This design comes from an exercise in tuning for small area and a short achievable clock period on the open sky130 flow, not from production work.
At most, simulation tests tie the RTL to the original design; equivalence was not proved.
The RTL of runs 3 to 5 was laid out without a check of its function.
Power figures rest on the tool's default switching activity, not on a simulated workload.

## design/flow/config.mk

```make
export PLATFORM = sky130hd
export DESIGN_NAME = portal_channel_mux
export DESIGN_NICKNAME = portal_channel_mux
export VERILOG_FILES = /design/flow/design.v
export SDC_FILE = /design/flow/constraint.sdc
export NUM_CORES = 4
export LEC_CHECK = 0
export CAP_MARGIN = 20
export CORE_MARGIN = 2
export CORE_UTILIZATION = 55
export CTS_CLUSTER_DIAMETER = 80
export CTS_CLUSTER_SIZE = 28
export PLACE_DENSITY = 0.68
export SETUP_SLACK_MARGIN = 1.7
export SLEW_MARGIN = 20
export SYNTH_HIERARCHICAL = 1
export SYNTH_MINIMUM_KEEP_SIZE = 0
```

## design/flow/constraint.sdc

```tcl
create_clock -name core_clock -period 4.2 [get_ports {CLK}]
set_input_delay 0.8400 -clock core_clock [delete_from_list [all_inputs] [get_ports {CLK}]]
set_output_delay 0.8400 -clock core_clock [all_outputs]
set_load 0.01 [all_outputs]
```

## design/flow/design.v

```verilog
module pcmNand2 (
    input  logic a, b,
    output logic y
);
    assign y = !(a && b);
endmodule
module pcmAnd3 (
    input  logic a, b, c,
    output logic y
);
    assign y = a && b && c;
endmodule
module pcmAnd4 (
    input  logic a, b, c, d,
    output logic y
);
    assign y = a && b && c && d;
endmodule
module pcmAo22 (
    input  logic a1, a2, b1, b2,
    output logic y
);
    assign y = (a1 && a2) || (b1 && b2);
endmodule
module pcmMux2 (
    input  logic a0, a1, s,
    output logic y
);
    assign y = s ? a1 : a0;
endmodule
module pcmAo22Hold (
    input  logic a1, a2, b1, b2,
    output logic y
);
    assign y = (a1 && a2) || (b1 && b2);
endmodule
module pcmAoi222 (
    input  logic a1, a2, b1, b2, c1, c2,
    output logic y
);
    assign y = !((a1 && a2) || (b1 && b2) || (c1 && c2));
endmodule
module pcmNand3 (
    input  logic a, b, c,
    output logic y
);
    assign y = !(a && b && c);
endmodule
module portalChannelFifo #(
    parameter int WIDTH = 32,
    parameter bit INV   = 1'b0    
) (
    input  logic             CLK,
    input  logic             RST_N,
    input  logic [WIDTH-1:0] enqData,
    input  logic             enq,
    input  logic             deq,
    output logic [WIDTH-1:0] first,
    output logic             notEmpty,
    output logic             notFull,
    output logic             full
);
    logic [WIDTH-1:0] head, headNext, inData;
    logic [WIDTH-1:0] buffer  [7];
    logic [WIDTH-1:0] bufNext [7];
    logic [7:0]       occ;
    logic             doEnq, doDeq, up, dn;
    logic             headLoad, headFromIn, bufShift, bufHold;
    logic [6:0]       rdSel;
    logic [8:0]       hSel;      
    assign notEmpty = occ[0];
    assign notFull  = !occ[7];
    assign full     = occ[7];
    assign first    = head;
    assign inData   = INV ? ~enqData : enqData;
    assign doEnq = enq && !occ[7];
    assign doDeq = deq && occ[0];
    assign up    = doEnq && !doDeq;
    assign dn    = doDeq && !doEnq;
    assign headFromIn = !occ[1] && (!occ[0] || deq);
    assign headLoad   = (doEnq && headFromIn) || (doDeq && occ[1]);
    assign bufShift   = doEnq && !headFromIn;
    assign bufHold    = !bufShift;
    for (genvar k = 0; k < 6; k++) begin : gSel
        assign rdSel[k] = occ[k+1] && !occ[k+2];
    end
    assign rdSel[6] = occ[7];
    for (genvar k = 0; k < 7; k++) begin : gHSel
        assign hSel[k] = deq && rdSel[k];
    end
    assign hSel[7] = enq && !occ[1] && (!occ[0] || deq);
    assign hSel[8] = !headLoad;
    for (genvar b = 0; b < WIDTH; b++) begin : gBit
        logic [2:0] t;
        pcmAoi222 uT0 (
            .a1(hSel[0]), .a2(buffer[0][b]), .b1(hSel[1]), .b2(buffer[1][b]),
            .c1(hSel[2]), .c2(buffer[2][b]), .y(t[0])
        );
        pcmAoi222 uT1 (
            .a1(hSel[3]), .a2(buffer[3][b]), .b1(hSel[4]), .b2(buffer[4][b]),
            .c1(hSel[5]), .c2(buffer[5][b]), .y(t[1])
        );
        pcmAoi222 uT2 (
            .a1(hSel[6]), .a2(buffer[6][b]), .b1(hSel[7]), .b2(inData[b]),
            .c1(hSel[8]), .c2(head[b]), .y(t[2])
        );
        pcmNand3 uHead (.a(t[0]), .b(t[1]), .c(t[2]), .y(headNext[b]));
        for (genvar k = 0; k < 7; k++) begin : gBuf
            pcmAo22Hold uHold (
                .a1(bufShift), .a2(k == 0 ? inData[b] : buffer[k-1][b]),
                .b1(bufHold),  .b2(buffer[k][b]),
                .y (bufNext[k][b])
            );
        end
    end
    always_ff @(posedge CLK) begin
        head <= headNext;
        for (int k = 0; k < 7; k++) buffer[k] <= bufNext[k];
    end
    always_ff @(posedge CLK or negedge RST_N) begin
        if (!RST_N)
            occ <= '0;
        else if (up)
            occ <= {occ[6:0], 1'b1};
        else if (dn)
            occ <= {1'b0, occ[7:1]};
    end
endmodule
module portal_channel_mux #(
    parameter int WIDTH = 32,
    parameter int NREQ  = 3,
    parameter int NIND  = 2,
    parameter int DEPTH = 8,
    parameter int SELW  = 2
) (
    input  logic                  CLK,
    input  logic                  RST_N,
    input  logic [WIDTH-1:0]      request_v,
    input  logic                  EN_request,
    input  logic [SELW-1:0]       select_request,
    output logic                  RDY_request,
    output logic                  request_not_full,
    output logic [WIDTH-1:0]      indication_data,
    input  logic                  EN_indication,
    input  logic [SELW-1:0]       select_indication,
    output logic                  RDY_indication,
    output logic                  indication_not_empty,
    input  logic [NIND-1:0]       ind_intr_mask,
    output logic [31:0]           ind_intr_channel,
    output logic [15:0]           drop_count,
    output logic [NREQ*WIDTH-1:0] req_first,
    output logic [NREQ-1:0]       req_valid,
    input  logic [NREQ-1:0]       req_deq,
    input  logic [NIND*WIDTH-1:0] ind_enq_v,
    input  logic [NIND-1:0]       ind_enq,
    output logic [NIND-1:0]       ind_not_full
);
    logic [NREQ-1:0][WIDTH-1:0] reqFirst;
    logic [NREQ-1:0]            reqNotEmpty, reqNotFull, reqFull, reqEnq;
    logic [NIND-1:0][WIDTH-1:0] indFirst;
    logic [NIND-1:0]            indNotEmpty, indNotFull, indDeq;
    logic        reqDrop;
    logic        indSelNotEmpty, indDrop;
    logic [15:0] dropCount;
    logic [1:0]  intrChannel;
    for (genvar i = 0; i < NREQ; i++) begin : gReq
        portalChannelFifo #(.WIDTH(WIDTH)) uFifo (
            .CLK      (CLK),
            .RST_N    (RST_N),
            .enqData  (request_v),
            .enq      (reqEnq[i]),
            .deq      (req_deq[i]),
            .first    (reqFirst[i]),
            .notEmpty (reqNotEmpty[i]),
            .notFull  (reqNotFull[i]),
            .full     (reqFull[i])
        );
        assign reqEnq[i] = EN_request && (select_request == SELW'(i));
    end
    for (genvar i = 0; i < NIND; i++) begin : gInd
        portalChannelFifo #(.WIDTH(WIDTH)) uFifo (
            .CLK      (CLK),
            .RST_N    (RST_N),
            .enqData  (ind_enq_v[i*WIDTH +: WIDTH]),
            .enq      (ind_enq[i]),
            .deq      (indDeq[i]),
            .first    (indFirst[i]),
            .notEmpty (indNotEmpty[i]),
            .notFull  (indNotFull[i]),
            .full     ()
        );
        assign indDeq[i] = EN_indication && (select_indication == SELW'(i));
    end
    assign req_first    = reqFirst;
    assign req_valid    = reqNotEmpty;
    assign ind_not_full = indNotFull;
    logic [2:0] reqDec;
    logic       reqNotSink;
    assign reqDec[0]  = !select_request[1] && !select_request[0];
    assign reqDec[1]  = !select_request[1] &&  select_request[0];
    assign reqDec[2]  =  select_request[1] && !select_request[0];
    assign reqNotSink = !(select_request[1] && select_request[0]);
    logic [2:0] reqHold;
    for (genvar i = 0; i < NREQ; i++) begin : gReqHold
        pcmNand2 uHold (.a(reqDec[i]), .b(reqFull[i]), .y(reqHold[i]));
    end
    pcmAnd3 uRdyReq (.a(reqHold[0]), .b(reqHold[1]), .c(reqHold[2]), .y(RDY_request));
    pcmAnd4 uReqNotFull (
        .a(reqHold[0]), .b(reqHold[1]), .c(reqHold[2]), .d(reqNotSink),
        .y(request_not_full)
    );
    assign reqDrop = EN_request && !request_not_full;
    logic [1:0] indDec;
    assign indDec[0] = !select_indication[1] && !select_indication[0];
    assign indDec[1] = !select_indication[1] &&  select_indication[0];
    pcmAo22 uRdyInd (
        .a1(indDec[0]), .a2(indNotEmpty[0]),
        .b1(indDec[1]), .b2(indNotEmpty[1]),
        .y (indSelNotEmpty)
    );
    for (genvar b = 0; b < WIDTH; b++) begin : gIndData
        pcmMux2 uData (
            .a0(indFirst[0][b]), .a1(indFirst[1][b]), .s(select_indication[0]),
            .y (indication_data[b])
        );
    end
    assign RDY_indication       = indSelNotEmpty;
    assign indication_not_empty = indSelNotEmpty;
    assign indDrop              = EN_indication && !indSelNotEmpty;
    always_ff @(posedge CLK or negedge RST_N) begin
        if (!RST_N)
            dropCount <= '0;
        else if ((reqDrop || indDrop) && (dropCount != 16'hFFFF))
            dropCount <= dropCount + 16'd1;
    end
    assign drop_count = dropCount;
    always_ff @(posedge CLK or negedge RST_N) begin
        if (!RST_N) begin
            intrChannel <= '0;
        end else begin
            intrChannel[0] <= indNotEmpty[0] && ind_intr_mask[0];
            intrChannel[1] <= !(indNotEmpty[0] && ind_intr_mask[0]) &&
                              indNotEmpty[1] && ind_intr_mask[1];
        end
    end
    assign ind_intr_channel = {30'd0, intrChannel};
endmodule
```

## design/flow/flow/run.sh

```bash
#!/bin/bash
# Standard ORFS layout (the standard.sh) with two changes:
#  - port buffers are plain buf_1 cells instead of the resizer's default pick;
#  - CTS inserts no dummy balancing loads.
# Each ORFS step writes its full log under orfs/logs; make's own output goes to standard.log.
export BUFFER_PORTS_ARGS="-buffer_cell sky130_fd_sc_hd__buf_1"
export CTS_ARGS="-sink_clustering_enable -repair_clock_nets -sink_clustering_size 28 -sink_clustering_max_diameter 80 -dont_use_dummy_load"
bash standard.sh > standard.log 2>&1
```

## design/flow/standard.sh

```bash
#!/bin/bash
# synth_recipe.tcl (not shown) runs the flow's synth.tcl, then flattens the netlist and writes it again
# the make line also repeats each setting of config.mk as NAME=value (left out here)
make -C /OpenROAD-flow-scripts/flow DESIGN_CONFIG=/design/flow/config.mk WORK_HOME=/design/flow/orfs CLKGATE_MAP_FILE= SYNTH_SCRIPT=/design/flow/synth_recipe.tcl "${@:-finish}"
```

==> impl_metrics.py, run 1 <==
metrics = {
    "routing": {
        "drt_iter0_markers": 4993,
        "vias_per_cell": 6.99,
        "ant_nets": 0,
        "wl_per_cell_um": 24.9,
        "vias": 34800,
        "drt_pass1_iterations": 10,
        "drcViolationCount": 0,
        "wl_mm": 124,
    },
    "synth": {
        "synth_top_cell_area_share": 0.564,
        "syn_area_um2": 45400,
        "synth_top_area_cell": "dfxtp_1",
        "ys_seq_elements": 1338,
        "synth.avg_cell_area_um2": 12.9,
        "synthArstFlopShare": 0.0433,
        "synth_edf_count": 0,
        "synth_cell_type_count": 44,
        "synth_flop_cell": "dfxtp_1",
        "synth_warnings": 11,
        "synthTopCellsByArea": "dfxtp_1 (56%), a22o_1 (22%), a222oi_1 (11%)",
        "synth_seq_area_share": 0.596,
        "netlist_instances": 3516,
    },
    "sta": {
        "rsz0062_at_grt": "no",
        "whs_ps": 340,
        "hold_viol_final": 0,
        "max_freq_ghz": 0.406,
        "drv_slew": 0,
        "setup_viol_count_final": 0,
        "relSlewSlack": 0.226,
        "skew_ps": 64.2,
        "tightestPinTransition_ps": 1160,
        "fin_crit_sh": 0.587,
        "layout_setup_ws_ps": 1730,
        "min_period_ps": 2470,
    },
    "worst_setup_path": {
        "max_stage_delay_ps": 290,
        "crit_start": "select_indication[0]",
        "arrival_ps": 1630,
        "crit_path_end_kind": "primary output",
        "ff2ff_path_depth": 5,
        "startpoint_type": "input port",
        "cp.required_ps": 3360,
        "critPathMaxFanout": 8,
        "crit_slowest_cell": "mux2_4",
        "rr_startpoint": "gInd[0].uFifo.occ[7]",
        "path_class": "in -> out",
        "cp_cell_sequence": "clkbuf_16 > buf_4 > mux2_4 > buf_1",
    },
    "placement": {
        "dp_cells": 4905,
        "portBuffers": 265,
        "dpl-instance-area_um2": 48400,
        "place_hpwl_mm": 68.8,
        "post-place-ws_ps": 989,
        "gp_congestion": 0.788,
    },
    "power": {
        "ir_worst_vdd_uv": 432,
        "p_total_mw": 34.8,
        "switchingPower_mw": 11.5,
        "cell_internal_pwr_mw": 23.3,
        "cellPowerDensity_nw_per_um2": 695,
        "combPwrFrac": 0.244,
        "clkPwrFrac": 0.177,
        "switching_share": 0.330,
        "leakage_nw": 19.8,
        "seq_power_share": 0.579,
    },
    "global_route": {
        "grt_pass1_wl_mm": 189,
        "grt_max_degree": 225,
        "grt_pass1_vias": 32100,
        "grt_use_total": 0.274,
        "overflow": 0,
        "antenna_found_initial": 13,
    },
    "cts": {
        "cts.sinks": 1338,
        "cts_max_level": 2,
        "cts.path.max_buffers": 3,
        "cts_tree": "built",
        "clock_latency_ps": 660,
        "cts_buffers": 56,
        "clk_pin_slew_ps": 90,
        "cts_root_buf": "clkbuf_16",
    },
    "cells_and_area": {
        "drive_above_1_share": 0.0590,
        "area_growth_pct": 10.1,
        "final_area_um2": 50000,
        "fin_nets": 4012,
        "final_cells": 4971,
        "fill_cells": 6773,
    },
    "floorplanning": {
        "io_pins": 296,
        "start_util": 0.554,
        "core_area_um2": 82000,
        "fp-row-count": 105,
        "die_h_um": 291,
        "die_w_um": 291,
        "die-area_um2": 84900,
    },
    "run": {
        "max-cap-violations": 0,
    },
    "min_path": {
        "hold_class": "in -> async",
    },
    "outcome": {
        "status": "timing/DRC/antenna clean",
    },
}
## through the flow
step	setup TNS, ps	utilization
after global placement	0	0.591
after floorplan	-4864990	-
after detailed placement	0	0.591
after CTS	0	0.609
after global routing	0	0.610
final	0	0.610
## cells in the final DEF, fill, tap and decap left out, drive strengths merged, types with 34 or more instances in the layout
| cell type | n |
|---|---|
| nor3 | 49 |
| dfxtp | 1280 |
| a222oi | 480 |
| a22o | 1121 |
| mux2 | 34 |
| nand3 | 166 |
| buf | 341 |
| dfrtp | 58 |
| clkbuf | 63 |
| inv | 40 |
## area by class of cell
| type | count | area (µm²) | share of cell area |
|---|---|---|---|
| Inverter | 40 | 183 | 0.00365 |
| Multi-Input combinational cell | 2116 | 18100 | 0.362 |
| Clock buffer | 56 | 1400 | 0.0280 |
| Timing Repair Buffer | 348 | 1900 | 0.0380 |
| Sequential cell | 1338 | 27100 | 0.541 |
| Tap cell | 1070 | 1340 | 0.0268 |
| Antenna cell | 3 | 7.51 | 0.000150 |
## final timing paths
check / endpoint / slack (ps)
max: indication_data[7] / 1730
max in group asynchronous: dropCount[8] / 2990
min: gReq[0].uFifo.occ[0] / 340
max reg2reg: gInd[0].uFifo.buffer[6][24] / 1970
min reg2reg: gInd[1].uFifo.buffer[6][4] / 480
min in group core_clock: intrChannel[1] / 420
## worst max-delay path, delay by kind of cell
family,cells,cell delay (ps)
muxes,1,290
buffers and inverters,3,490
## cell usage after synthesis, drive strengths merged, types with 22 or more instances
cell type and count:
nor3 49, dfrtp 58, nand2 23, a22o 1121, a222oi 480, and3 33
mux2 34, nor2 22, buf 46, nand3 166, dfxtp 1280, inv 40
## logic make-up (layout without fill, tap and decap cells)
logic type               count (synthesis)  count (layout)  synth area share
AO/OA/AOI/OAI                         1669            1669             0.332
XOR/XNOR                                29              29           0.00642
adder cells (fa/ha/maj)                  1               1          0.000275
buffers and inverters                   91             444            0.0115
flip-flops                            1338            1338             0.596
multiplexers                            34              34            0.0112
other                                    1              33         0.0000825
AND/OR/NAND/NOR                        353             353            0.0427
## registers in the layout (all words and copies together) (netlist names)
name,flops
gReq.uFifo.buffer,672
intrChannel,2
gInd.uFifo.buffer,448
gReq.uFifo.head,96
dropCount,16
gInd.uFifo.occ,16
gReq.uFifo.occ,24
gInd.uFifo.head,64
## modules after synthesis (local to each module, per instance), a selection
module | flip-flops and latches | cells inside | area (µm²)
pcmAnd3 | 0 | 1 | 6.26
pcmMux2 | 0 | 1 | 15.0
pcmAo22Hold | 0 | 1 | 8.76
pcmAo22 | 0 | 1 | 8.76
pcmAoi222 | 0 | 1 | 10.0
portal_channel_mux | 18 | 123 | 1220
pcmNand3 | 0 | 1 | 5.00
pcmNand2 | 0 | 1 | 3.75
pcmAnd4 | 0 | 1 | 8.76
## power by group through the flow
stage | clock, mW | combinational (mW) | sequential, mW
after global placement | 0 | 8.22 | 20.3
final | 6.16 | 8.47 | 20.1
after global routing | 6.75 | 9.22 | 20.6
after floorplan | 0 | 5.83 | 19.5
after CTS | 6.32 | 8.46 | 20.1
after detailed placement | 0 | 8.41 | 20.3
## routing by layer
layer	vias to the layer above	track usage	share of wire
met5	-	0	0.0011
met4	20	0.0813	0.026
met3	155	0.0437	0.073
met2	1188	0.451	0.48
met1	17500	0.374	0.42
li1	15900	-	-
## timing repair
item / CTS / global route
buffers inserted: 1 / 3
hold buffers: 0 / 0
pin swaps: 0 / 0
setup endpoints to repair: 134 / 246
gates resized for setup: 14 / 12
gates cloned: 1 / 2
==> inputs of run 2 (changes only) <==
--- a/design/flow/config.mk
+++ b/design/flow/config.mk
@@ -11,4 +11,5 @@
 export CTS_CLUSTER_DIAMETER = 80
 export CTS_CLUSTER_SIZE = 28
+export GPL_TIMING_DRIVEN = 0
 export PLACE_DENSITY = 0.68
 export SETUP_SLACK_MARGIN = 1.7
==> impl_metrics.py, run 2 <==
metrics = {
    "synth": {
        "synth_flop_cell": "dfxtp_1",
        "synthTopCellsByArea": "dfxtp_1 (56%), a22o_1 (22%), a222oi_1 (11%)",
        "synth_top_cell_area_share": 0.564,
        "ys_seq_elements": 1338,
        "synth_most_common_cell": "dfxtp_1",
        "synthArstFlopShare": 0.0433,
        "synth_warnings": 11,
        "synth_top_area_cell": "dfxtp_1",
        "netlist_instances": 3516,
        "synth_edf_count": 0,
        "syn_area_um2": 45400,
        "synth_common_cells": "dfxtp_1 (1280), a22o_1 (1121), a222oi_1 (480)",
        "synth.avg_cell_area_um2": 12.9,
        "synth_cell_type_count": 44,
        "synth_seq_area_share": 0.596,
    },
    "floorplanning": {
        "fp-row-count": 105,
        "io_pins": 296,
        "die_h_um": 291,
        "die_w_um": 291,
        "die-area_um2": 84900,
        "core_area_um2": 82000,
        "start_util": 0.554,
    },
    "worst_setup_path": {
        "cp_common_cell": "buf_16",
        "startpoint_type": "input port",
        "critPathMaxFanout": 8,
        "r2r_slack_ps": 1810,
        "max_stage_delay_ps": 320,
        "path_class": "in -> out",
        "crit_family": "buffers and inverters",
        "arrival_ps": 1700,
        "ff2ff_path_depth": 8,
        "cp.required_ps": 3360,
        "cp_num_buf_inv": 4,
        "timing.rr.end": "gInd[0].uFifo.buffer[0][20]",
        "crit_path_end_kind": "primary output",
        "crit_slowest_cell": "mux2_4",
        "cp_cell_sequence": "buf_16 > buf_12 > buf_16 > mux2_4 > buf_6",
        "rr_startpoint": "gInd[0].uFifo.occ[0]",
    },
    "cells_and_area": {
        "fin_nets": 4115,
        "final_core_utilization": 0.643,
        "largest_register_ffs": 672,
        "drive_above_1_share": 0.0937,
        "multi_input_area_um2": 18200,
        "area_growth_pct": 16.1,
        "reg_top3": "gReq.uFifo.buffer (672), gInd.uFifo.buffer (448), gReq.uFifo.head (96)",
        "final_cells": 5078,
        "largest_register": "gReq.uFifo.buffer",
        "final_cell_mix": "dfxtp_1 (1279), a22o_1 (1121), a222oi_1 (480)",
        "fill_cells": 6468,
        "final-seq-area_um2": 27100,
        "mostFrequentLayoutCell": "dfxtp_1",
    },
    "cts": {
        "cts_max_level": 2,
        "cts_buffers": 56,
        "cts.path.max_buffers": 3,
        "clock_latency_ps": 660,
        "cts_tree": "built",
        "clk_pin_slew_ps": 100,
        "cts.sinks": 1338,
        "cts_root_buf": "clkbuf_16",
    },
    "global_route": {
        "grt_pass1_vias": 33200,
        "grt_use_total": 0.284,
        "antenna_found_initial": 16,
        "grt_max_degree": 118,
        "grt_pass1_wl_mm": 195,
        "overflow": 0,
    },
    "routing": {
        "wl_mm": 128,
        "drcViolationCount": 0,
        "ant_nets": 0,
        "drt_pass1_iterations": 10,
        "vias": 35600,
        "wl_per_cell_um": 25.2,
        "drt_iter0_markers": 5026,
        "vias_per_cell": 7.00,
    },
    "placement": {
        "dp_cells": 4976,
        "post-place-ws_ps": 194,
        "gp_congestion": 0.784,
        "portBuffers": 265,
        "place_hpwl_mm": 76.8,
    },
    "sta": {
        "skew_ps": 37.3,
        "whs_ps": 133,
        "max_freq_ghz": 0.394,
        "hold_viol_final": 0,
        "layout_setup_ws_ps": 1660,
        "drv_slew": 0,
        "min_period_ps": 2540,
        "fin_crit_sh": 0.604,
        "tightestPinTransition_ps": 785,
        "relSlewSlack": 0.475,
        "rsz0062_at_grt": "yes",
        "setup_tns_ps": 0,
        "setup_viol_count_final": 0,
    },
    "run": {
        "max-cap-violations": 0,
    },
    "power": {
        "leakage_nw": 21.0,
        "ir_worst_vdd_uv": 444,
        "cellPowerDensity_nw_per_um2": 678,
    },
    "outcome": {
        "status": "timing/DRC/antenna clean",
    },
    "min_path": {
        "hold_class": "in -> async",
    },
}
run 2: cell counts after synthesis:
No cell type changed its count.
run 2: worst max path at each step:
stage | start | endpoint | slack (ps) | cells after the start
6_report | select_indication[0] | indication_data[26] | 1660 | 5
5_1_grt | select_indication[0] | indication_data[22] | 1660 | 5
4_1_cts | select_indication[0] | gInd[1].uFifo.buffer[3][14] | 1660 | 10
3_5_place_dp | select_request[1] | gReq[0].uFifo.buffer[3][17] | 190 | 11
3_3_place_gp | select_indication[0] | gInd[1].uFifo.buffer[0][0] | -12010 | 6
2_1_floorplan | select_indication[0] | gInd[0].uFifo.buffer[0][0] | -4540 | 5
run 2: power by group:
part	internal [mW]	switching [mW]	total, mW
Clock	2.39	3.79	6.18
Combinational	4.75	4.71	9.47
Sequential	16.8	3.26	20.1
Total	24.0	11.8	35.7
run 2: Yosys stat by module (local to each module, per instance), a selection:
module              flops+latches  cells inside  times used  cell area (µm²)
pcmAnd3                         0             1           1             6.26
pcmAnd4                         0             1           1             8.76
pcmAo22                         0             1           1             8.76
pcmAo22Hold                     0             1        1120             8.76
pcmAoi222                       0             1         480             10.0
pcmMux2                         0             1          32             15.0
pcmNand2                        0             1           3             3.75
pcmNand3                        0             1         160             5.00
portal_channel_mux             18           123           1             1220
run 2: worst register-to-register path, cell delays in order (launching register included):
cell and delay, ps:
dfrtp_2 460, buf_4 170, nor2b_2 180, o21ai_4 260, buf_16 220, buf_16 200
inv_12 130, buf_16 360, a22o_1 320
run 2: final cells by class:
cell class / instances / area share
antenna: 7 / 0.000332
buffer: 51 / 0.00702
clock buffer: 56 / 0.0266
inverter: 40 / 0.00470
multi-input combinational: 2118 / 0.345
sequential: 1338 / 0.514
tap: 1070 / 0.0254
timing repair buffer: 394 / 0.0765
timing repair inverter: 4 / 0.000759
run 2: cells by family (layout without fill, tap and decap cells):
| logic type | count (synthesis) | in the layout | synth area share |
|---|---|---|---|
| other cells | 1 | 37 | 0.0000825 |
| fa+ha+maj | 1 | 1 | 0.000275 |
| flops | 1338 | 1338 | 0.596 |
| mux | 34 | 34 | 0.0112 |
| xor+xnor | 29 | 29 | 0.00642 |
| compound gates | 1669 | 1671 | 0.332 |
| simple gates | 353 | 353 | 0.0427 |
| buf+inv | 91 | 545 | 0.0115 |
run 2: metrics by stage:
stage | total power, mW | cell area [µm²]
after floorplan | 25.3 | 45600
after global placement | 28.3 | 48000
after detailed placement | 29.4 | 50600
after CTS | 35.8 | 52500
after global routing | 37.6 | 52700
final | 35.7 | 52700
run 2: metal layers:
| layer | vias to the layer above | global-route usage | wire (µm) | share of wire |
|---|---|---|---|---|
| met3 | 209 | 0.0447 | 9550 | 0.075 |
| met1 | 17900 | 0.387 | 54000 | 0.42 |
| li1 | 16200 | - | - | - |
| met2 | 1264 | 0.461 | 59900 | 0.47 |
| met5 | - | 0 | 128 | 0.0010 |
| met4 | 20 | 0.0998 | 4270 | 0.033 |
run 2: what timing repair did:
| action | 4_1_cts | 5_1_grt |
|---|---|---|
| gates resized for setup | 62 | 8 |
| endpoints found under the setup margin | 1039 | 492 |
| buffers inserted | 9 | 12 |
| pin swaps | 2 | 1 |
| cloned | 12 | 6 |
| hold buffers | 0 | 0 |
==> inputs of run 3 (changes only) <==
--- a/design/flow/design.v
+++ b/design/flow/design.v
@@ -1,2 +1,8 @@
+module pcmInv (
+    input  logic a,
+    output logic y
+);
+    assign y = !a;
+endmodule
 module pcmNand2 (
     input  logic a, b,
@@ -48,6 +54,5 @@
 endmodule
 module portalChannelFifo #(
-    parameter int WIDTH = 32,
-    parameter bit INV   = 1'b0    
+    parameter int WIDTH = 32
 ) (
     input  logic             CLK,
@@ -73,5 +78,5 @@
     assign full     = occ[7];
     assign first    = head;
-    assign inData   = INV ? ~enqData : enqData;
+    assign inData   = enqData;
     assign doEnq = enq && !occ[7];
     assign doDeq = deq && occ[0];
@@ -195,14 +200,13 @@
     assign req_valid    = reqNotEmpty;
     assign ind_not_full = indNotFull;
-    logic [2:0] reqDec;
+    logic [1:0] reqSelN;
+    logic [2:0] reqHold;
     logic       reqNotSink;
-    assign reqDec[0]  = !select_request[1] && !select_request[0];
-    assign reqDec[1]  = !select_request[1] &&  select_request[0];
-    assign reqDec[2]  =  select_request[1] && !select_request[0];
-    assign reqNotSink = !(select_request[1] && select_request[0]);
-    logic [2:0] reqHold;
-    for (genvar i = 0; i < NREQ; i++) begin : gReqHold
-        pcmNand2 uHold (.a(reqDec[i]), .b(reqFull[i]), .y(reqHold[i]));
-    end
+    pcmInv   uReqSelN0 (.a(select_request[0]), .y(reqSelN[0]));
+    pcmInv   uReqSelN1 (.a(select_request[1]), .y(reqSelN[1]));
+    pcmNand3 uHold0 (.a(reqSelN[1]),        .b(reqSelN[0]),        .c(reqFull[0]), .y(reqHold[0]));
+    pcmNand3 uHold1 (.a(reqSelN[1]),        .b(select_request[0]), .c(reqFull[1]), .y(reqHold[1]));
+    pcmNand3 uHold2 (.a(select_request[1]), .b(reqSelN[0]),        .c(reqFull[2]), .y(reqHold[2]));
+    pcmNand2 uNotSink (.a(select_request[1]), .b(select_request[0]), .y(reqNotSink));
     pcmAnd3 uRdyReq (.a(reqHold[0]), .b(reqHold[1]), .c(reqHold[2]), .y(RDY_request));
     pcmAnd4 uReqNotFull (
--- a/design/flow/config.mk
+++ b/design/flow/config.mk
@@ -11,5 +11,4 @@
 export CTS_CLUSTER_DIAMETER = 80
 export CTS_CLUSTER_SIZE = 28
-export GPL_TIMING_DRIVEN = 0
 export PLACE_DENSITY = 0.68
 export SETUP_SLACK_MARGIN = 1.7
==> impl_metrics.py, run 3 <==
metrics = {
    "global_route": {
        "antenna_found_initial": 9,
        "grt_use_total": 0.273,
        "overflow": 0,
        "grt_pass1_vias": 32100,
        "grt_max_degree": 225,
        "grt_pass1_wl_mm": 188,
    },
    "cells_and_area": {
        "largest_register": "gReq.uFifo.buffer",
        "final_cell_mix": "dfxtp_1 (1280), a22o_1 (1121), a222oi_1 (480)",
        "final_core_utilization": 0.610,
        "largest_register_ffs": 672,
        "fin_nets": 4019,
        "reg_top3": "gReq.uFifo.buffer (672), gInd.uFifo.buffer (448), gReq.uFifo.head (96)",
        "area_growth_pct": 10.2,
        "fill_cells": 6799,
        "final_area_um2": 50000,
        "final_cells": 4976,
        "mostFrequentLayoutCell": "dfxtp_1",
        "drive_above_1_share": 0.0630,
    },
    "routing": {
        "vias": 34700,
        "drt_pass1_iterations": 9,
        "wl_mm": 122,
        "drt_iter0_markers": 4595,
        "ant_nets": 0,
        "wl_per_cell_um": 24.6,
        "vias_per_cell": 6.97,
        "drcViolationCount": 0,
    },
    "sta": {
        "max_freq_ghz": 0.401,
        "fin_crit_sh": 0.593,
        "relSlewSlack": 0.236,
        "min_period_ps": 2490,
        "drv_slew": 0,
        "whs_ps": 243,
        "setup_viol_count_final": 0,
        "rsz0062_at_grt": "yes",
        "tightestPinTransition_ps": 1150,
        "hold_viol_final": 0,
        "skew_ps": 58.8,
    },
    "synth": {
        "yosys.area_share.simple": 0.0419,
        "synth-compound-area-share": 0.333,
        "synth-xor-area-share": 0.00565,
        "synth_most_common_cell": "dfxtp_1",
        "synth_warnings": 11,
        "synth_edf_count": 0,
        "synthMuxAreaShare": 0.0116,
        "synth_flop_cell": "dfxtp_1",
        "synth_seq_area_share": 0.596,
        "synth_top_family_by_area": "compound AO/OA/AOI/OAI gates",
        "synthTopCellsByArea": "dfxtp_1 (56%), a22o_1 (22%), a222oi_1 (11%)",
        "synthAdderAreaFrac": 0.000275,
        "netlist_instances": 3518,
        "synth_common_cells": "dfxtp_1 (1280), a22o_1 (1121), a222oi_1 (480)",
        "synth_top_cell_area_share": 0.564,
        "synth.avg_cell_area_um2": 12.9,
        "synth_top_area_cell": "dfxtp_1",
        "ys_seq_elements": 1338,
        "syn_area_um2": 45400,
        "synth_cell_type_count": 43,
        "synthArstFlopShare": 0.0433,
    },
    "placement": {
        "gp_congestion": 0.820,
        "dp_cells": 4906,
        "place_hpwl_mm": 69.3,
        "dpl-instance-area_um2": 48400,
        "portBuffers": 265,
    },
    "power": {
        "leakage_nw": 19.8,
        "cellPowerDensity_nw_per_um2": 695,
        "p_total_mw": 34.8,
        "ir_worst_vdd_uv": 471,
    },
    "floorplanning": {
        "fp-row-count": 105,
        "core_area_um2": 82000,
        "start_util": 0.554,
        "die_w_um": 291,
        "io_pins": 296,
        "die_h_um": 291,
        "die-area_um2": 84900,
    },
    "worst_setup_path": {
        "arrival_ps": 1650,
        "cp_num_buf_inv": 3,
        "crit_path_end_kind": "primary output",
        "cp_cell_sequence": "clkbuf_16 > buf_16 > mux2_4 > clkbuf_2",
        "startpoint_type": "input port",
        "path_class": "in -> out",
        "max_stage_delay_ps": 310,
        "cp.required_ps": 3360,
        "critPathMaxFanout": 10,
        "crit_slowest_cell": "mux2_4",
        "crit_family": "buffers and inverters",
    },
    "cts": {
        "cts_max_level": 2,
        "cts_root_buf": "clkbuf_16",
        "cts_buffers": 56,
        "clock_latency_ps": 670,
        "clk_pin_slew_ps": 110,
        "cts.sinks": 1338,
        "cts_tree": "built",
        "cts.path.max_buffers": 3,
    },
    "outcome": {
        "status": "timing/DRC/antenna clean",
    },
    "min_path": {
        "hold_class": "in -> async",
    },
    "run": {
        "max-cap-violations": 0,
    },
}
run 3: changes by cell type after synthesis, moves of 3 or more:
cell / previous run / this run
nand3_1: 165 / 171
nand2_1: 23 / 19
o21ai_0: 21 / 25
xor2_1: 14 / 9
nor3_1: 49 / 45
inv_1: 40 / 43
nand4_2: 0 / 3
run 3: logic make-up after synthesis:
| logic type | Yosys count |
|---|---|
| AO/OA/AOI/OAI | 1675 |
| other | 1 |
| multiplexers | 36 |
| buffers and inverters | 94 |
| flip-flops | 1338 |
| adder cells (fa/ha/maj) | 1 |
| AND/OR/NAND/NOR | 348 |
| XOR/XNOR | 25 |
run 3: repair_timing:
action / in CTS / in global routing
pin swaps: 0 / 1
hold buffers: 0 / 0
cloned: 2 / 2
gates resized for setup: 16 / 17
endpoints found under the setup margin: 317 / 440
buffers inserted: 0 / 9
run 3: power breakdown:
part           switching, mW  internal (mW)  total, mW  leakage [nW]
logic                   4.37           4.08       8.46          7.90
registers               3.34           16.8       20.2          11.2
clock network           3.76           2.39       6.15         0.690
total                   11.5           23.3       34.8          19.8
run 3: area by class of cell:
type | instances | area (µm²) | area share
flip-flops and latches | 1338 | 27100 | 0.541
repair buffers | 352 | 1960 | 0.0391
well taps | 1070 | 1340 | 0.0268
diodes | 1 | 2.50 | 0.0000500
multi-input cells | 2116 | 18100 | 0.361
clock buffers | 56 | 1400 | 0.0280
inverters | 43 | 191 | 0.00383
run 3: final timing paths:
kind,startpoint,end,slack [ps],depth (start not counted)
max in group asynchronous,RST_N,gReq[0].uFifo.occ[7],2950,2
worst max-delay path,select_indication[0],indication_data[22],1710,4
min in group core_clock,ind_intr_mask[1],intrChannel[1],400,3
worst min register to register,gReq[0].uFifo.buffer[4][0],gReq[0].uFifo.buffer[5][0],480,1
worst min-delay path,RST_N,gInd[1].uFifo.occ[7],240,1
worst max register to register,gInd[0].uFifo.occ[7],gInd[0].uFifo.buffer[1][25],1810,5
run 3: routing by layer:
layer  up-vias  part of all wire  global-route usage
li1      16000                 -                   -
met3       161             0.069              0.0429
met4        14             0.024              0.0695
met2      1101              0.48               0.453
met5         -           0.00077                   0
met1     17500              0.43               0.372
run 3: modules after synthesis (local to each module, per instance), a selection:
module / cell area, µm² / copies in the design / cells
pcmAo22: 8.76 / 1 / 1
pcmNand2: 3.75 / 1 / 1
pcmInv: 3.75 / 2 / 1
pcmMux2: 15.0 / 32 / 1
pcmAnd4: 8.76 / 1 / 1
pcmAnd3: 6.26 / 1 / 1
pcmNand3: 5.00 / 163 / 1
run 3: stage by stage:
step                      setup TNS (ps)  setup slack (ps)
after floorplan                 -4864990             -4540
after global placement                 0               885
final                                  0              1710
after CTS                              0              1690
after detailed placement               0               854
after global routing                   0              1700
==> inputs of run 4 (changes only) <==
--- a/design/flow/config.mk
+++ b/design/flow/config.mk
@@ -8,8 +8,8 @@
 export CAP_MARGIN = 20
 export CORE_MARGIN = 2
-export CORE_UTILIZATION = 55
+export CORE_UTILIZATION = 65
 export CTS_CLUSTER_DIAMETER = 80
 export CTS_CLUSTER_SIZE = 28
-export PLACE_DENSITY = 0.68
+export PLACE_DENSITY = 0.76
 export SETUP_SLACK_MARGIN = 1.7
 export SLEW_MARGIN = 20
==> impl_metrics.py, run 4 <==
metrics = {
    "outcome": {
        "status": "timing/DRC/antenna clean",
    },
    "cells_and_area": {
        "mostFrequentLayoutCell": "dfxtp_1",
        "final_cell_mix": "dfxtp_1 (1280), a22o_1 (1121), a222oi_1 (480)",
        "largest_register": "gReq.uFifo.buffer",
        "drive_above_1_share": 0.0585,
        "area_growth_pct": 9.59,
        "reg_top3": "gReq.uFifo.buffer (672), gInd.uFifo.buffer (448), gReq.uFifo.head (96)",
        "final_core_utilization": 0.722,
        "largest_register_ffs": 672,
        "fin_nets": 4011,
        "final_area_um2": 49800,
    },
    "power": {
        "switching_share": 0.333,
        "combPwrFrac": 0.245,
        "ir_worst_vdd_uv": 471,
        "cell_internal_pwr_mw": 23.2,
        "switchingPower_mw": 11.6,
        "seq_power_share": 0.583,
        "leakage_nw": 19.7,
        "cellPowerDensity_nw_per_um2": 699,
        "clkPwrFrac": 0.172,
    },
    "synth": {
        "synth_common_cells": "dfxtp_1 (1280), a22o_1 (1121), a222oi_1 (480)",
        "ys_seq_elements": 1338,
        "synth_most_common_cell": "dfxtp_1",
        "synth_warnings": 11,
        "yosys.area_share.simple": 0.0419,
        "synth_top_cell_area_share": 0.564,
        "synth_cell_type_count": 43,
        "synthTopCellsByArea": "dfxtp_1 (56%), a22o_1 (22%), a222oi_1 (11%)",
        "synth_top_area_cell": "dfxtp_1",
        "synthArstFlopShare": 0.0433,
        "syn_area_um2": 45400,
        "synth_seq_area_share": 0.596,
        "synth_edf_count": 0,
        "synth_flop_cell": "dfxtp_1",
        "synth_top_family_by_area": "compound AO/OA/AOI/OAI gates",
        "netlist_instances": 3518,
        "synthMuxAreaShare": 0.0116,
        "synthAdderAreaFrac": 0.000275,
        "synth-compound-area-share": 0.333,
        "synth-xor-area-share": 0.00565,
        "synth.avg_cell_area_um2": 12.9,
    },
    "routing": {
        "drt_iter0_markers": 6107,
        "drt_pass1_iterations": 9,
        "vias": 36100,
        "wl_per_cell_um": 26.1,
        "drcViolationCount": 0,
        "wl_mm": 126,
        "vias_per_cell": 7.46,
        "ant_nets": 0,
    },
    "worst_setup_path": {
        "timing.rr.end": "gInd[0].uFifo.buffer[2][17]",
        "cp.required_ps": 3360,
        "path_class": "in -> out",
        "cp_num_buf_inv": 3,
        "critPathMaxFanout": 8,
        "max_stage_delay_ps": 310,
        "r2r_slack_ps": 1960,
        "startpoint_type": "input port",
        "cp_cell_sequence": "clkbuf_16 > buf_12 > mux2_4 > buf_1",
        "crit_family": "buffers and inverters",
        "rr_startpoint": "gInd[0].uFifo.occ[7]",
        "ff2ff_path_depth": 5,
        "crit_path_end_kind": "primary output",
        "crit_slowest_cell": "mux2_4",
        "arrival_ps": 1630,
    },
    "cts": {
        "cts_root_buf": "clkbuf_16",
        "cts.sinks": 1338,
        "cts.path.max_buffers": 3,
        "clock_latency_ps": 660,
        "cts_max_level": 2,
        "cts_tree": "built",
        "cts-hold-fix-buffers": 0,
        "cts_buffers": 54,
        "clk_pin_slew_ps": 100,
    },
    "floorplanning": {
        "die-area_um2": 72000,
        "die_w_um": 268,
        "core_area_um2": 68900,
        "start_util": 0.659,
        "io_pins": 296,
        "die_h_um": 268,
        "fp-row-count": 96,
    },
    "placement": {
        "portBuffers": 265,
        "place_hpwl_mm": 75.1,
        "dpl-instance-area_um2": 48200,
        "gp_congestion": 0.858,
        "post-place-ws_ps": 868,
    },
    "sta": {
        "hold_viol_final": 0,
        "tightestPinTransition_ps": 1150,
        "setup_tns_ps": 0,
        "max_freq_ghz": 0.406,
        "skew_ps": 55.9,
        "drv_slew": 0,
        "setup_viol_count_final": 0,
        "whs_ps": 294,
        "min_period_ps": 2470,
        "relSlewSlack": 0.235,
        "rsz0062_at_grt": "yes",
        "layout_setup_ws_ps": 1730,
        "fin_crit_sh": 0.587,
    },
    "global_route": {
        "grt_pass1_wl_mm": 192,
        "grt_max_degree": 225,
        "overflow": 0,
        "grt_pass1_vias": 33900,
        "antenna_found_initial": 18,
        "grt_use_total": 0.333,
    },
    "run": {
        "max-cap-violations": 0,
    },
    "min_path": {
        "hold_class": "in -> async",
    },
}
==> run 4: power by group through the flow <==
stage / sequential, mW / combinational [mW] / clock [mW]
after floorplan: 19.5 / 5.83 / 0
after global placement: 20.1 / 7.95 / 0
after detailed placement: 20.4 / 8.32 / 0
after CTS: 20.2 / 8.41 / 6.10
after global routing: 20.7 / 9.22 / 6.54
final: 20.3 / 8.52 / 6.00
==> run 4: cells by family (layout without fill, tap and decap cells) <==
family / after synthesis / count (layout)
other: 1 / 40
AO/OA/AOI/OAI: 1675 / 1675
XOR/XNOR: 25 / 25
adder cells (fa/ha/maj): 1 / 1
multiplexers: 36 / 36
AND/OR/NAND/NOR: 348 / 348
buffers and inverters: 94 / 444
flip-flops: 1338 / 1338
==> run 4: through the flow <==
| stage | cells | power (mW) |
|---|---|---|
| 6_report | 4838 | 34.8 |
| 5_1_grt | 4834 | 36.5 |
| 4_1_cts | 4820 | 34.7 |
| 2_1_floorplan | 3547 | 25.3 |
| 3_3_place_gp | 4763 | 28.1 |
| 3_5_place_dp | 4763 | 28.7 |
==> run 4: worst max-delay path by stage <==
stage                                    start  depth (start not counted)                          end
final                     select_indication[0]                          4           indication_data[8]
after global routing      gReq[1].uFifo.occ[7]                          3             request_not_full
after CTS                 gReq[1].uFifo.occ[7]                          3             request_not_full
after detailed placement     select_request[1]                          7  gReq[0].uFifo.buffer[1][30]
after global placement       select_request[1]                          7  gReq[0].uFifo.buffer[1][25]
after floorplan           select_indication[0]                          5   gInd[0].uFifo.buffer[0][0]
==> run 4: cell type report <==
class                      count  area, µm²
sequential                  1338      27100
antenna                       10       25.0
tap                          931       1160
multi-input combinational   2115      18100
inverter                      43        208
clock buffer                  54       1350
fill                        4881      19200
timing repair buffer         347       1900
==> run 4: worst reg2reg max path: cells and delay by family, from the launching register on <==
family	cells	cell delay, ps
flip-flops	1	470
buffers and inverters	2	960
AND/OR/NAND/NOR	1	320
AO/OA/AOI/OAI	2	460
==> run 4: Yosys stat by module, one instance, submodules excluded, excerpt <==
module / flops+latches / cell area [µm²] / cells inside
portal_channel_mux: 18 / 1200 / 122
pcmInv: 0 / 3.75 / 1
pcmAo22: 0 / 8.76 / 1
pcmNand3: 0 / 5.00 / 1
pcmAo22Hold: 0 / 8.76 / 1
pcmMux2: 0 / 15.0 / 1
pcmAnd4: 0 / 8.76 / 1
pcmAnd3: 0 / 6.26 / 1
pcmAoi222: 0 / 10.0 / 1
pcmNand2: 0 / 3.75 / 1
==> run 4: per-layer routing <==
layer	up-vias	track usage	part of all wire
li1	16000	-	-
met5	-	0	0.00071
met2	1856	0.526	0.46
met4	14	0.130	0.038
met3	254	0.0626	0.10
met1	18000	0.455	0.40
==> run 4: what timing repair did <==
| item | 4_1_cts | 5_1_grt |
|---|---|---|
| setup buffers | 1 | 6 |
| gates resized for setup | 14 | 10 |
| pin swaps | 0 | 2 |
| setup endpoints to repair | 206 | 206 |
| hold endpoints to repair | 0 | 0 |
| cloned | 2 | 1 |
==> inputs of run 5 (changes only) <==
--- a/design/flow/design.v
+++ b/design/flow/design.v
@@ -23,15 +23,9 @@
     assign y = a && b && c && d;
 endmodule
-module pcmAo22 (
-    input  logic a1, a2, b1, b2,
-    output logic y
-);
-    assign y = (a1 && a2) || (b1 && b2);
-endmodule
-module pcmMux2 (
-    input  logic a0, a1, s,
-    output logic y
-);
-    assign y = s ? a1 : a0;
+module pcmAoi21 (
+    input  logic a1, a2, b1,
+    output logic y
+);
+    assign y = !((a1 && a2) || b1);
 endmodule
 module pcmAo22Hold (
@@ -54,5 +48,6 @@
 endmodule
 module portalChannelFifo #(
-    parameter int WIDTH = 32
+    parameter int WIDTH = 32,
+    parameter bit INV   = 1'b0    
 ) (
     input  logic             CLK,
@@ -78,5 +73,5 @@
     assign full     = occ[7];
     assign first    = head;
-    assign inData   = enqData;
+    assign inData   = INV ? ~enqData : enqData;
     assign doEnq = enq && !occ[7];
     assign doDeq = deq && occ[0];
@@ -215,17 +210,18 @@
     );
     assign reqDrop = EN_request && !request_not_full;
-    logic [1:0] indDec;
-    assign indDec[0] = !select_indication[1] && !select_indication[0];
-    assign indDec[1] = !select_indication[1] &&  select_indication[0];
-    pcmAo22 uRdyInd (
-        .a1(indDec[0]), .a2(indNotEmpty[0]),
-        .b1(indDec[1]), .b2(indNotEmpty[1]),
+    logic       indSel0N;
+    logic [1:0] indNePick;
+    pcmInv   uIndSelN (.a(select_indication[0]), .y(indSel0N));
+    pcmNand2 uNePick0 (.a(indSel0N),             .b(indNotEmpty[0]), .y(indNePick[0]));
+    pcmNand2 uNePick1 (.a(select_indication[0]), .b(indNotEmpty[1]), .y(indNePick[1]));
+    pcmAoi21 uRdyInd (
+        .a1(indNePick[0]), .a2(indNePick[1]), .b1(select_indication[1]),
         .y (indSelNotEmpty)
     );
     for (genvar b = 0; b < WIDTH; b++) begin : gIndData
-        pcmMux2 uData (
-            .a0(indFirst[0][b]), .a1(indFirst[1][b]), .s(select_indication[0]),
-            .y (indication_data[b])
-        );
+        logic [1:0] pick;
+        pcmNand2 uPick0 (.a(indSel0N),             .b(indFirst[0][b]), .y(pick[0]));
+        pcmNand2 uPick1 (.a(select_indication[0]), .b(indFirst[1][b]), .y(pick[1]));
+        pcmNand2 uData  (.a(pick[0]), .b(pick[1]), .y(indication_data[b]));
     end
     assign RDY_indication       = indSelNotEmpty;
--- a/design/flow/config.mk
+++ b/design/flow/config.mk
@@ -8,8 +8,8 @@
 export CAP_MARGIN = 20
 export CORE_MARGIN = 2
-export CORE_UTILIZATION = 65
+export CORE_UTILIZATION = 55
 export CTS_CLUSTER_DIAMETER = 80
 export CTS_CLUSTER_SIZE = 28
-export PLACE_DENSITY = 0.76
+export PLACE_DENSITY = 0.68
 export SETUP_SLACK_MARGIN = 1.7
 export SLEW_MARGIN = 20
==> impl_metrics.py, run 5 <==
metrics = {
    "cts": {
        "clk_pin_slew_ps": 100,
        "cts_max_level": 2,
        "cts-hold-fix-buffers": 0,
        "cts.sinks": 1338,
        "clock_latency_ps": 680,
        "cts_tree": "built",
        "cts_root_buf": "clkbuf_16",
        "cts.path.max_buffers": 3,
        "cts_buffers": 56,
    },
    "floorplanning": {
        "io_pins": 296,
        "die_h_um": 291,
        "core_area_um2": 81800,
        "die_w_um": 291,
        "die-area_um2": 84600,
        "fp-row-count": 105,
        "start_util": 0.553,
    },
    "power": {
        "combPwrFrac": 0.247,
        "switching_share": 0.332,
        "seq_power_share": 0.576,
        "clkPwrFrac": 0.177,
        "switchingPower_mw": 11.6,
        "ir_worst_vdd_uv": 361,
        "leakage_nw": 19.9,
        "cell_internal_pwr_mw": 23.3,
        "cellPowerDensity_nw_per_um2": 694,
    },
    "synth": {
        "synth_top_cell_area_share": 0.566,
        "synth_cell_type_count": 46,
        "synth_warnings": 11,
        "synthTopCellsByArea": "dfxtp_1 (57%), a22o_1 (22%), a222oi_1 (11%)",
        "syn_area_um2": 45300,
        "synth.avg_cell_area_um2": 12.7,
        "synth_most_common_cell": "dfxtp_1",
        "synth_flop_cell": "dfxtp_1",
        "synthArstFlopShare": 0.0433,
        "synth_common_cells": "dfxtp_1 (1280), a22o_1 (1120), a222oi_1 (480)",
        "synth_edf_count": 0,
        "synth_top_area_cell": "dfxtp_1",
        "netlist_instances": 3579,
        "synth_seq_area_share": 0.598,
        "ys_seq_elements": 1338,
    },
    "worst_setup_path": {
        "critPathMaxFanout": 16,
        "rr_startpoint": "gInd[0].uFifo.occ[7]",
        "max_stage_delay_ps": 180,
        "cp_cell_sequence": "clkbuf_16 > buf_12 > clkbuf_16 > nand2_2 > nand2_1 > buf_6",
        "r2r_slack_ps": 1970,
        "ff2ff_path_depth": 5,
        "cp_common_cell": "clkbuf_16",
        "crit_family": "buffers and inverters",
        "endpoint": "indication_data[2]",
        "arrival_ps": 1680,
        "cp_num_buf_inv": 4,
        "crit_cells": 6,
        "cp.required_ps": 3360,
        "timing.rr.end": "gInd[0].uFifo.buffer[3][27]",
        "path_class": "in -> out",
        "startpoint_type": "input port",
        "crit_path_end_kind": "primary output",
        "crit_start": "select_indication[0]",
        "crit_slowest_cell": "clkbuf_16",
    },
    "global_route": {
        "overflow": 0,
        "grt_pass1_vias": 32400,
        "antenna_found_initial": 11,
        "grt_use_total": 0.278,
        "grt_max_degree": 225,
        "grt_pass1_wl_mm": 190,
    },
    "cells_and_area": {
        "final_cell_mix": "dfxtp_1 (1280), a22o_1 (1120), a222oi_1 (480)",
        "final_core_utilization": 0.615,
        "reg_top3": "gReq.uFifo.buffer (672), gInd.uFifo.buffer (448), gReq.uFifo.head (96)",
        "final_cells": 5045,
        "area_growth_pct": 11.1,
        "largest_register": "gReq.uFifo.buffer",
        "largest_register_ffs": 672,
        "drive_above_1_share": 0.0676,
        "final_area_um2": 50300,
        "fill_cells": 6736,
        "fin_nets": 4080,
        "mostFrequentLayoutCell": "dfxtp_1",
    },
    "run": {
        "max-cap-violations": 0,
    },
    "sta": {
        "fin_crit_sh": 0.599,
        "hold_viol_final": 0,
        "max_freq_ghz": 0.398,
        "setup_viol_count_final": 0,
        "skew_ps": 67.9,
        "tightestPinTransition_ps": 1060,
        "relSlewSlack": 0.292,
        "drv_slew": 0,
        "min_period_ps": 2520,
        "rsz0062_at_grt": "yes",
    },
    "min_path": {
        "hold_class": "in -> async",
    },
    "routing": {
        "vias_per_cell": 6.98,
        "drt_iter0_markers": 5345,
        "drt_pass1_iterations": 10,
        "wl_per_cell_um": 24.7,
        "ant_nets": 0,
        "vias": 35200,
        "wl_mm": 125,
        "drcViolationCount": 0,
    },
    "placement": {
        "portBuffers": 265,
        "dpl-instance-area_um2": 48300,
        "dp_cells": 4969,
        "gp_congestion": 0.796,
        "place_hpwl_mm": 70.9,
    },
    "outcome": {
        "status": "timing/DRC/antenna clean",
    },
}
## run 5: cell types whose count changed after synthesis, moves of 3 or more
cell     delta
nand2_1    +98
xor2_1      +4
o21ai_0     -3
nor3_1      +3
mux2_4     -32
## run 5: metrics by stage
step	setup TNS, ps	hold slack [ps]	setup WS (ps)	power (mW)
final	0	302	1680	34.9
after global routing	0	323	1670	36.7
after CTS	0	285	1700	34.8
after detailed placement	0	451	1030	28.6
after global placement	0	451	1090	28.4
after floorplan	-4864990	438	-4540	25.2
## run 5: cell families (layout without fill, tap and decap cells)
family          Yosys count  after routing  synth area share
simple gates            445            445            0.0499
compound gates         1670           1670             0.333
flops                  1338           1338             0.598
buf+inv                  94            452            0.0117
xor+xnor                 28             28           0.00624
fa+ha+maj                 1              1          0.000276
mux                       2              2          0.000580
other cells               1             39         0.0000828
## run 5: worst reg2reg max path: stages, from the launching register on
cell     delay [ps]
dfrtp_1         460
nor2b_4         320
o21ai_4         150
inv_8           560
buf_12          420
a22o_1          260
## run 5: how the worst min path moves through the flow
| stage | startpoint | endpoint | slack (ps) | cells past startpoint |
|---|---|---|---|---|
| after floorplan | gInd[0].uFifo.buffer[6][0] | gInd[0].uFifo.buffer[6][0] | 440 | 1 |
| after global placement | gReq[0].uFifo.buffer[6][6] | gReq[0].uFifo.buffer[6][6] | 450 | 1 |
| after detailed placement | gReq[2].uFifo.buffer[6][22] | gReq[2].uFifo.buffer[6][22] | 450 | 1 |
| after CTS | RST_N | gReq[1].uFifo.occ[6] | 280 | 1 |
| after global routing | RST_N | gReq[1].uFifo.occ[6] | 320 | 1 |
| final | RST_N | gReq[1].uFifo.occ[6] | 300 | 1 |
## run 5: per-module statistics from Yosys, one instance, submodules excluded, a selection
| module | cells inside | flops+latches |
|---|---|---|
| pcmAnd3 | 1 | 0 |
| pcmAnd4 | 1 | 0 |
| pcmInv | 1 | 0 |
| portal_channel_mux | 116 | 18 |
| pcmNand3 | 1 | 0 |
| pcmNand2 | 1 | 0 |
| pcmAoi21 | 1 | 0 |
| pcmAo22Hold | 1 | 0 |
| pcmAoi222 | 1 | 0 |
## run 5: timing repair
action | 4_1_cts | 5_1_grt
endpoints found under the setup margin | 36 | 316
resized for setup | 85 | 44
pin swaps | 1 | 1
gates cloned | 2 | 1
setup buffers | 4 | 4
## run 5: power by group through the flow
| stage | combinational [mW] | sequential (mW) | clock (mW) |
|---|---|---|---|
| after floorplan | 5.74 | 19.5 | 0 |
| after global placement | 8.19 | 20.2 | 0 |
| after detailed placement | 8.37 | 20.2 | 0 |
| after CTS | 8.49 | 20.0 | 6.31 |
| after global routing | 9.37 | 20.6 | 6.74 |
| final | 8.63 | 20.1 | 6.17 |
## run 5: metal layers
metal | up-vias | global-route usage | part of all wire
met5 | - | 0 | 0.00014
met4 | 2 | 0.0789 | 0.025
met3 | 164 | 0.0527 | 0.088
met2 | 1322 | 0.410 | 0.43
met1 | 17600 | 0.416 | 0.45
li1 | 16100 | - | -
## run 5: final cells by class
class,count,area (µm²),share of cell area
flip-flops and latches,1338,27100,0.538
multi-input cells,2176,18100,0.361
repair buffers,353,2130,0.0424
clock buffers,56,1400,0.0278
well taps,1070,1340,0.0266
inverters,43,198,0.00393
diodes,9,22.5,0.000448

[what the ideal ports hide]
In the flow no input, the clock included, has a driving cell. The finished layouts below were timed again as built, in two steps. Step 1 assumes that a clkbuf_16 drives the clock port and a buf_2 every other input. Step 2 moves the port delays by t, midway between the first and last clock arrival at a register: inputs arrive t later, outputs are due t later. That takes back most of the time a late clock gives input paths. a / b / c = ideal / step 1 / step 2; a / b = the first two.
run | shift t [ns] | setup slack, ns | worst hold slack (ns)
run 1 | 0.695 | 1.735 / 1.592 / 1.130 | 0.340 / 0.298 / 0.476
run 2 | 0.710 | 1.665 / 1.606 / 1.032 | 0.133 / 0.091 / 0.477
run 3 | 0.703 | 1.707 / 1.655 / 1.107 | 0.243 / 0.199 / 0.476
run 4 | 0.708 | 1.734 / 1.665 / 1.130 | 0.294 / 0.250 / 0.484
run 5 | 0.718 | 1.684 / 1.636 / 1.109 | 0.302 / 0.261 / 0.476
After both steps every run listed still meets setup and hold. For run 2, which loses most, drivers alone change the setup slack by -0.059 ns; drivers and shift together by -0.633 ns.
